Source: an optimization exercise on an open RTL-to-GDS flow (aim: small area). Production flows keep margins and buffers that such runs may drop. The RTL was checked by simulation tests, not by an equivalence proof against the original design. No activity file was given, so power comes from the tool's default toggle rates.

== v6 ==
==> module itrng_feeder, before the edit <==
module itrng_feeder (
    input  logic                 core_clk,
    input  logic                 hwif_out,
    input  logic                 itrng_wr,           
    input  logic                 itrng_push,         
    input  fpga_rt_pkg::data_t   itrng_word,         
    input  logic                 itrng_fifo_reset,
    input  fpga_rt_pkg::data_t   itrng_divisor,
    input  logic                 etrng_req,
    output logic                 itrng_empty,
    output logic                 itrng_full,
    output fpga_rt_pkg::nibble_t itrng_data,
    output logic                 itrng_valid
);
    localparam int PW = fpga_rt_pkg::ITRNG_PTR_W;
    localparam int NW = fpga_rt_pkg::NIBBLE_IDX_W;
    fpga_rt_pkg::data_t  mem [fpga_rt_pkg::ITRNG_FIFO_DEPTH];
    logic [PW:0]         wr_ptr;
    logic [PW+NW:0]      rd_ptr;           
    fpga_rt_pkg::data_t  throttle_cnt;
    logic                req_strobe;
    logic                same_slot;
    logic                push_ok;
    logic                take;
    logic                word_done;
    assign same_slot   = (wr_ptr[PW-1:0] == rd_ptr[PW+NW-1:NW]);
    assign itrng_empty = same_slot & (wr_ptr[PW] == rd_ptr[PW+NW]);
    assign itrng_full  = same_slot & (wr_ptr[PW] != rd_ptr[PW+NW]);
    assign push_ok     = itrng_push & ~itrng_full & ~itrng_fifo_reset;
    assign take        = req_strobe & ~itrng_empty & ~itrng_fifo_reset;
    assign word_done   = take & (&rd_ptr[NW-1:0]);    
    logic [31:0] borrow;
    logic [8:0]  grp_borrow;
    always_comb begin
        grp_borrow[0] = 1'b1;
        for (int g = 0; g < 8; g++)
            grp_borrow[g+1] = grp_borrow[g] & ~|throttle_cnt[4*g +: 4];
        for (int i = 0; i < 32; i++) begin
            borrow[i] = grp_borrow[i/4];
            for (int j = 4*(i/4); j < i; j++) borrow[i] = borrow[i] & ~throttle_cnt[j];
        end
    end
    always_ff @(posedge core_clk or negedge hwif_out) begin
        if (!hwif_out) begin
            throttle_cnt <= '0;
            req_strobe   <= 1'b0;
        end else begin
            throttle_cnt <= (throttle_cnt ^ borrow) & (itrng_divisor | {32{~grp_borrow[8]}});
            req_strobe   <= grp_borrow[8] & etrng_req;
        end
    end
    always_ff @(posedge core_clk or negedge hwif_out) begin
        if (!hwif_out) begin
            wr_ptr      <= '0;
            rd_ptr      <= '0;
            itrng_valid <= 1'b0;
        end else if (itrng_fifo_reset) begin
            wr_ptr      <= '0;    
            rd_ptr      <= '0;
            itrng_valid <= 1'b0;
        end else begin
            itrng_valid <= take;
            if (take)    rd_ptr <= rd_ptr + 1'b1;
            if (push_ok) wr_ptr <= wr_ptr + 1'b1;
        end
    end
    always_ff @(posedge core_clk) begin
        if (itrng_wr & (~itrng_full | word_done)) begin
            mem[wr_ptr[PW-1:0]] <= itrng_word;
        end
    end
    logic [31:0] head_word;
    logic [3:0]  head_nib;
    always_comb begin
        head_word = '0;
        for (int w = 0; w < fpga_rt_pkg::ITRNG_FIFO_DEPTH; w++)
            if (rd_ptr[PW+NW-1:NW] == PW'(w)) head_word = head_word | mem[w];
        head_nib = '0;
        for (int n = 0; n < fpga_rt_pkg::NIBBLES_PER_WORD; n++)
            if (rd_ptr[NW-1:0] == NW'(n)) head_nib = head_nib | head_word[4*n +: 4];
    end
    always_ff @(posedge core_clk) begin
        itrng_data <= head_nib;
    end
endmodule
==> flow/config.mk <==
export PLATFORM = sky130hd
export DESIGN_NAME = fpga_rt_wrapper
export DESIGN_NICKNAME = fpga_rt_wrapper
export VERILOG_FILES = /design/flow/design.v
export SDC_FILE = /design/flow/constraint.sdc
export NUM_CORES = 4
export LEC_CHECK = 0
export CAP_MARGIN = 20
export CORE_MARGIN = 2
export CORE_UTILIZATION = 40
export SLEW_MARGIN = 20
==> flow/constraint.sdc <==
create_clock -name core_clock -period 6.0 [get_ports {core_clk}]
set_input_delay 1.2000 -clock core_clock [delete_from_list [all_inputs] [get_ports {core_clk}]]
set_output_delay 1.2000 -clock core_clock [all_outputs]
set_load 0.01 [all_outputs]
standard.sh (not shown) runs the stock make flow with config.mk's settings and CLKGATE_MAP_FILE= SYNTH_SCRIPT=/design/flow/synth_recipe.tcl, a recipe that flattens the netlist after the stock synthesis.
==> flow/flow/run.sh <==
#!/bin/bash
# Standard synthesis with an area-oriented ABC script in place of ORFS's
# speed script (registers are untouched), then the standard layout with
# small port buffers and a clock tree of fewer, larger sink clusters and
# no dummy loads. Each tool's output goes to a log file of its own here.
set -euo pipefail
rm -rf scripts_abc
cp -r "$FLOW_HOME/scripts" scripts_abc
cp flow/abc_area.script scripts_abc/abc_speed.script
bash standard.sh synth SCRIPTS_DIR="$PWD/scripts_abc" > synth.log 2>&1
export BUFFER_PORTS_ARGS="-buffer_cell sky130_fd_sc_hd__buf_1"
export CTS_ARGS="-sink_clustering_enable -repair_clock_nets -dont_use_dummy_load -buf_list sky130_fd_sc_hd__clkbuf_8 -sink_clustering_size 17 -sink_clustering_max_diameter 80"
bash standard.sh finish > layout.log 2>&1
==> flow/flow/abc_area.script <==
strash
balance
rewrite
refactor
balance
rewrite
rewrite -z
balance
refactor -z
rewrite -z
balance
balance
rewrite
refactor
balance
rewrite
rewrite -z
balance
refactor -z
rewrite -z
balance
dch -f
amap -F 10 -A 30
topo
Having completed the whole flow, v6 delivered a layout that passed the timing, DRC and antenna checks.
For v7, these inputs were changed with respect to v6:
--- a/flow/design.v
+++ b/flow/design.v
@@ -232,8 +232,10 @@
     logic                word_done;
     assign same_slot   = (wr_ptr[PW-1:0] == rd_ptr[PW+NW-1:NW]);
     assign itrng_empty = same_slot & (wr_ptr[PW] == rd_ptr[PW+NW]);
     assign itrng_full  = same_slot & (wr_ptr[PW] != rd_ptr[PW+NW]);
+    logic [fpga_rt_pkg::ITRNG_FIFO_DEPTH*32-1:0] mem_flat;
+    always_comb for (int i = 0; i < fpga_rt_pkg::ITRNG_FIFO_DEPTH; i++) mem_flat[32*i +: 32] = mem[i];
     assign push_ok     = itrng_push & ~itrng_full & ~itrng_fifo_reset;
     assign take        = req_strobe & ~itrng_empty & ~itrng_fifo_reset;
     assign word_done   = take & (&rd_ptr[NW-1:0]);    
     logic [31:0] borrow;
@@ -275,17 +277,13 @@
         if (itrng_wr & (~itrng_full | word_done)) begin
             mem[wr_ptr[PW-1:0]] <= itrng_word;
         end
     end
-    logic [31:0] head_word;
-    logic [3:0]  head_nib;
+    logic [3:0] head_nib;
     always_comb begin
-        head_word = '0;
-        for (int w = 0; w < fpga_rt_pkg::ITRNG_FIFO_DEPTH; w++)
-            if (rd_ptr[PW+NW-1:NW] == PW'(w)) head_word = head_word | mem[w];
         head_nib = '0;
-        for (int n = 0; n < fpga_rt_pkg::NIBBLES_PER_WORD; n++)
-            if (rd_ptr[NW-1:0] == NW'(n)) head_nib = head_nib | head_word[4*n +: 4];
+        for (int i = 0; i < 64; i++)
+            if (rd_ptr[5:0] == 6'(i)) head_nib = head_nib | mem_flat[4*i +: 4];
     end
     always_ff @(posedge core_clk) begin
         itrng_data <= head_nib;
     end
--- outcome ---
NOTE: cell count after synthesis in v7 exceeds that of v6. On utilization, the lower figure sits with v7, not v6. Relative to v6, the met3 capacity usage during global routing of v7 is higher by 0.21 points. Clock tree skew after final layout in v7 is 44 ps below v6. v7 ended up with a higher switching power of the nets than v6 did. v6 → v7: total global routing track utilization rose 0.53 points, total number of vias grew by 558, cell area up 0.64%, total standard cell area after synthesis now sits higher. v7 against v6: number of global-route vias before repair shows an increase of 4.5%, area enclosed by the die boundary shows an increase of about 1%. Of the two values seen for critical path endpoint, regs_i.generic_input[13] was produced by v7 and itrng_feeder_i.throttle_cnt[3] by v6.

## re-timing with driven ports
How much do the figures lean on ideal ports? The routed layouts below were timed once more, with nothing changed but the port constraints.
Step 1 sets driving cells, clkbuf_16 on the clock port and buf_2 on the other inputs (assumed; they add their load-dependent delay and slew).
Step 2 adds t to the input delays and takes it off the output delays; t is the mean of the earliest and latest rising clock arrival at the registers after step 1. Input paths then give back, and output paths get back, about the clock's delay inside the block.
Three values: no drivers, after step 1, after step 2; two values: the first two.
| run | shift t [ns] | setup slack, ns | hold WS [ns] | latest minus earliest clock arrival (ns) |
|---|---|---|---|---|
| v6 | 0.662 | 1.874 / 1.874 / 1.336 | 0.451 / 0.451 / 0.451 | 0.134 / 0.134 |
| v7 | 0.691 | 1.823 / 1.865 / 1.174 | 0.443 / 0.443 / 0.443 | 0.087 / 0.087 |
After both steps setup and hold are still met in every run listed. For v7, which loses most, drivers alone change the setup slack by +0.042 ns; drivers and shift together by -0.649 ns.
